Context: an optimization exercise on an open-source flow, tuned for small area, a short achievable clock period and few clock cycles per item. The choices shown serve that exercise and are no tape-out recipe. Function was checked by simulation only, so behaviour that the tests miss may differ from the original.

## the reference run
## catmull_rom_point_evaluator_unit
module catmull_rom_point_evaluator_unit (
  input  logic                          clk,
  input  logic                          rst_n,
  input  logic                          in_valid,
  output logic                          in_ready,
  input  logic [crpe_pkg::T_FRAC_BITS-1:0] in_t_frac,
  output logic                          out_valid,
  input  logic                          out_ready,
  output logic [crpe_pkg::COORD_WIDTH-1:0] curve_x,
  output logic [crpe_pkg::COORD_WIDTH-1:0] curve_y,
  input  logic                          psel,
  input  logic                          penable,
  input  logic                          pwrite,
  input  logic [crpe_pkg::CFG_AW-1:0]   paddr,
  input  logic [crpe_pkg::CFG_DW-1:0]   pwdata,
  output logic [crpe_pkg::CFG_DW-1:0]   prdata,
  output logic                          pready
);
==> flow/config.mk <==
export PLATFORM = sky130hd
export DESIGN_NAME = catmull_rom_point_evaluator_unit
export DESIGN_NICKNAME = catmull_rom_point_evaluator_unit
export VERILOG_FILES = /design/flow/design.v
export SDC_FILE = /design/flow/constraint.sdc
export NUM_CORES = 4
export LEC_CHECK = 0
export ABC_AREA = 1
export CAP_MARGIN = 20
export CORE_MARGIN = 2
export CORE_UTILIZATION = 40
export SETUP_SLACK_MARGIN = 5
export SLEW_MARGIN = 20
==> flow/constraint.sdc <==
create_clock -name core_clock -period 10.0 [get_ports {clk}]
set_input_delay 2.0000 -clock core_clock [delete_from_list [all_inputs] [get_ports {clk}]]
set_output_delay 2.0000 -clock core_clock [all_outputs]
set_load 0.01 [all_outputs]
run.sh (not shown) runs the stock make flow with config.mk's settings and CLKGATE_MAP_FILE= SYNTH_SCRIPT=/design/flow/synth_recipe.tcl, a recipe that flattens the netlist after the stock synthesis.
Testbench counts of the reference run, summed over its fixed seeds: cycles 9,536, items 8,192.
The following lists how the trial run was set up differently from the reference run:
==> flow/flow/run.sh (new file) <==
#!/bin/bash
# The standard layout (standard.sh, all steps), with Yosys's synth command
# given -noabc: the generic ABC pass before full-adder extraction is skipped,
# so that the explicit adder trees of the RTL reach extract_fa as written.
# The registers are those of the standard synthesis. Each tool's output goes
# to the ORFS logs under orfs/logs; make's output goes to standard_flow.log.
set -euo pipefail
bash standard.sh SYNTH_ARGS=-noabc finish > standard_flow.log 2>&1
==> flow/standard.sh (new file) <==
#!/bin/bash
# synth_recipe.tcl (not shown) runs the flow's synth.tcl, then flattens the netlist and writes it again
# the make line also repeats each setting of config.mk as NAME=value (left out here)
make -C /OpenROAD-flow-scripts/flow DESIGN_CONFIG=/design/flow/config.mk WORK_HOME=/design/flow/orfs CLKGATE_MAP_FILE= SYNTH_SCRIPT=/design/flow/synth_recipe.tcl "${@:-finish}"
removed: flow/run.sh
Findings:
- Compared the trial run vs the reference run, and wire length is down in the trial run.
- The reference run has a lower sequential share of layout area than the trial run.
- Reported for the reference run and the trial run, final setup violation count turned out identical to the last digit.

## run 1
catmull_rom_point_evaluator_unit, a different RTL version from the one above (not shown whole).
For scale: roughly 7300 cells after synthesis, roughly 130 I/O pins, about 76000 um^2 of cells after synthesis.
clock: 10.0 ns
lec_check: 0
abc_area: 1
cap_margin: 20
core_margin: 2
core_utilization: 40
cts_cluster_diameter: 120
cts_cluster_size: 20
setup_slack_margin: 5
slew_margin: 20
standard.sh (not shown) runs the stock make flow with config.mk's settings and CLKGATE_MAP_FILE= SYNTH_SCRIPT=/design/flow/synth_recipe.tcl, a recipe that flattens the netlist after the stock synthesis.
==> flow/flow/run.sh <==
#!/bin/bash
# The standard layout (standard.sh, all steps), with Yosys's synth command
# given -noabc: the generic ABC pass before full-adder extraction is skipped,
# so that the explicit adder trees of the RTL reach extract_fa as written.
# The registers are those of the standard synthesis. Each tool's output goes
# to the ORFS logs under orfs/logs; make's output goes to standard_flow.log.
set -euo pipefail
bash standard.sh SYNTH_ARGS=-noabc finish > standard_flow.log 2>&1
Run 1 reached the final stage; the timing, DRC and antenna checks on its layout passed.
Testbench counts of run 1, summed over its fixed seeds: cycles 9,536, items 8,192.
> inputs changed (run 1 -> run 2)
==> flow/flow/run.sh <==
#!/bin/bash
# The standard layout (standard.sh, all steps), with Yosys's synth command
# given -noabc: the generic ABC pass before full-adder extraction is skipped,
# so that the explicit adder trees of the RTL reach extract_fa as written.
# The buffers that ABC inserts are removed at floorplan (REMOVE_ABC_BUFFERS),
# leaving buffering to OpenROAD's repair. The registers are those of the
# standard synthesis. Each tool's output goes to the ORFS logs under
# orfs/logs; make's output goes to standard_flow.log.
set -euo pipefail
bash standard.sh SYNTH_ARGS=-noabc REMOVE_ABC_BUFFERS=1 finish > standard_flow.log 2>&1
### Flow results
Taking run 1 as the reference point, the met3 demand-to-capacity share in global routing of run 2 falls by 0.71 points. Comparing run 1 and run 2, detailed-router iteration count before antenna repair is higher on run 1. As far as core utilization is concerned, run 2 and run 1 perform about the same. Going from run 1 to run 2, routed wire length shrank slightly.
What run 3 does differently from run 2 at the input level:
==> flow/flow/run.sh <==
#!/bin/bash
# The standard layout (standard.sh, all steps), with Yosys's synth command
# given -noabc: the generic ABC pass before full-adder extraction is skipped,
# so that the explicit adder trees of the RTL reach extract_fa as written.
# The registers are those of the standard synthesis. Each tool's output goes
# to the ORFS logs under orfs/logs; make's output goes to standard_flow.log.
set -euo pipefail
bash standard.sh SYNTH_ARGS=-noabc finish > standard_flow.log 2>&1
--- a/flow/config.mk
+++ b/flow/config.mk
@@ -10,6 +10,4 @@
 export CORE_MARGIN = 2
 export CORE_UTILIZATION = 40
-export CTS_CLUSTER_DIAMETER = 120
-export CTS_CLUSTER_SIZE = 20
 export SETUP_SLACK_MARGIN = 5
 export SLEW_MARGIN = 20
## What came out
Against run 2, run 3 comes in 0.027 ns lower on final critical path time including I/O delays and setup.
Total routing usage reported by global routing was lower in run 2 than in run 3.
Largest net degree at the start of global routing: run 3 and run 2 compared, higher one is run 3
Number of clock-tree buffers in the layout: run 3 and run 2 compared, higher one is run 3
Sort run 3 and run 2 by tightest hold margin asc -> top: run 2
Between run 3 and run 2, filler cell count is higher for run 2, run 3 comes in under that.
Total inserted antenna cells down 1 in run 3 wrt run 2
Re portion of the layout cell area used by clock cells: run 3 and run 2 aren't equal, and the lower value belongs to run 2.
Between run 3 and run 2, the sequential cell count figures differ only marginally.
A worst setup path endpoint of u_blend_y.s3[52] is what run 3 shows, while u_weights.e1_2[15] belongs to run 2.

what the ideal ports hide:
How much do the figures lean on ideal ports? The routed layouts below were timed once more, with nothing changed but the port constraints. Step 1, drivers: a clkbuf_16 drives clk and a buf_2 each remaining input, both assumed. Step 2, shift: input delay + t, output delay - t, t = (earliest + latest rising clock arrival at the registers) / 2. This alone moves slack from input paths to output paths. Three values: no drivers, after step 1, after step 2; two values: the first two.
| run | t, ns | setup slack, ns | clock arrival spread, ns | worst register clock-pin slew, ns | worst data-port slew with drivers (ns) |
|---|---|---|---|---|---|
| the reference run | 0.816 | 4.976 / 4.976 / 4.976 | 0.067 / 0.067 | 0.07 / 0.07 | 0.06 |
| the trial run | 0.796 | 5.013 / 5.013 / 5.010 | 0.079 / 0.079 | 0.08 / 0.08 | 0.04 |
| run 1 | 0.756 | 4.968 / 4.968 / 4.968 | 0.079 / 0.078 | 0.10 / 0.10 | 0.04 |
| run 2 | 0.766 | 4.972 / 4.972 / 4.570 | 0.054 / 0.053 | 0.10 / 0.10 | 0.04 |
| run 3 | 0.804 | 4.999 / 4.999 / 4.999 | 0.082 / 0.082 | 0.07 / 0.07 | 0.04 |
After both steps every run listed still meets setup and hold. The setup slack of run 2, which loses most, moves by 0.000 ns with the drivers and by -0.402 ns with both steps.
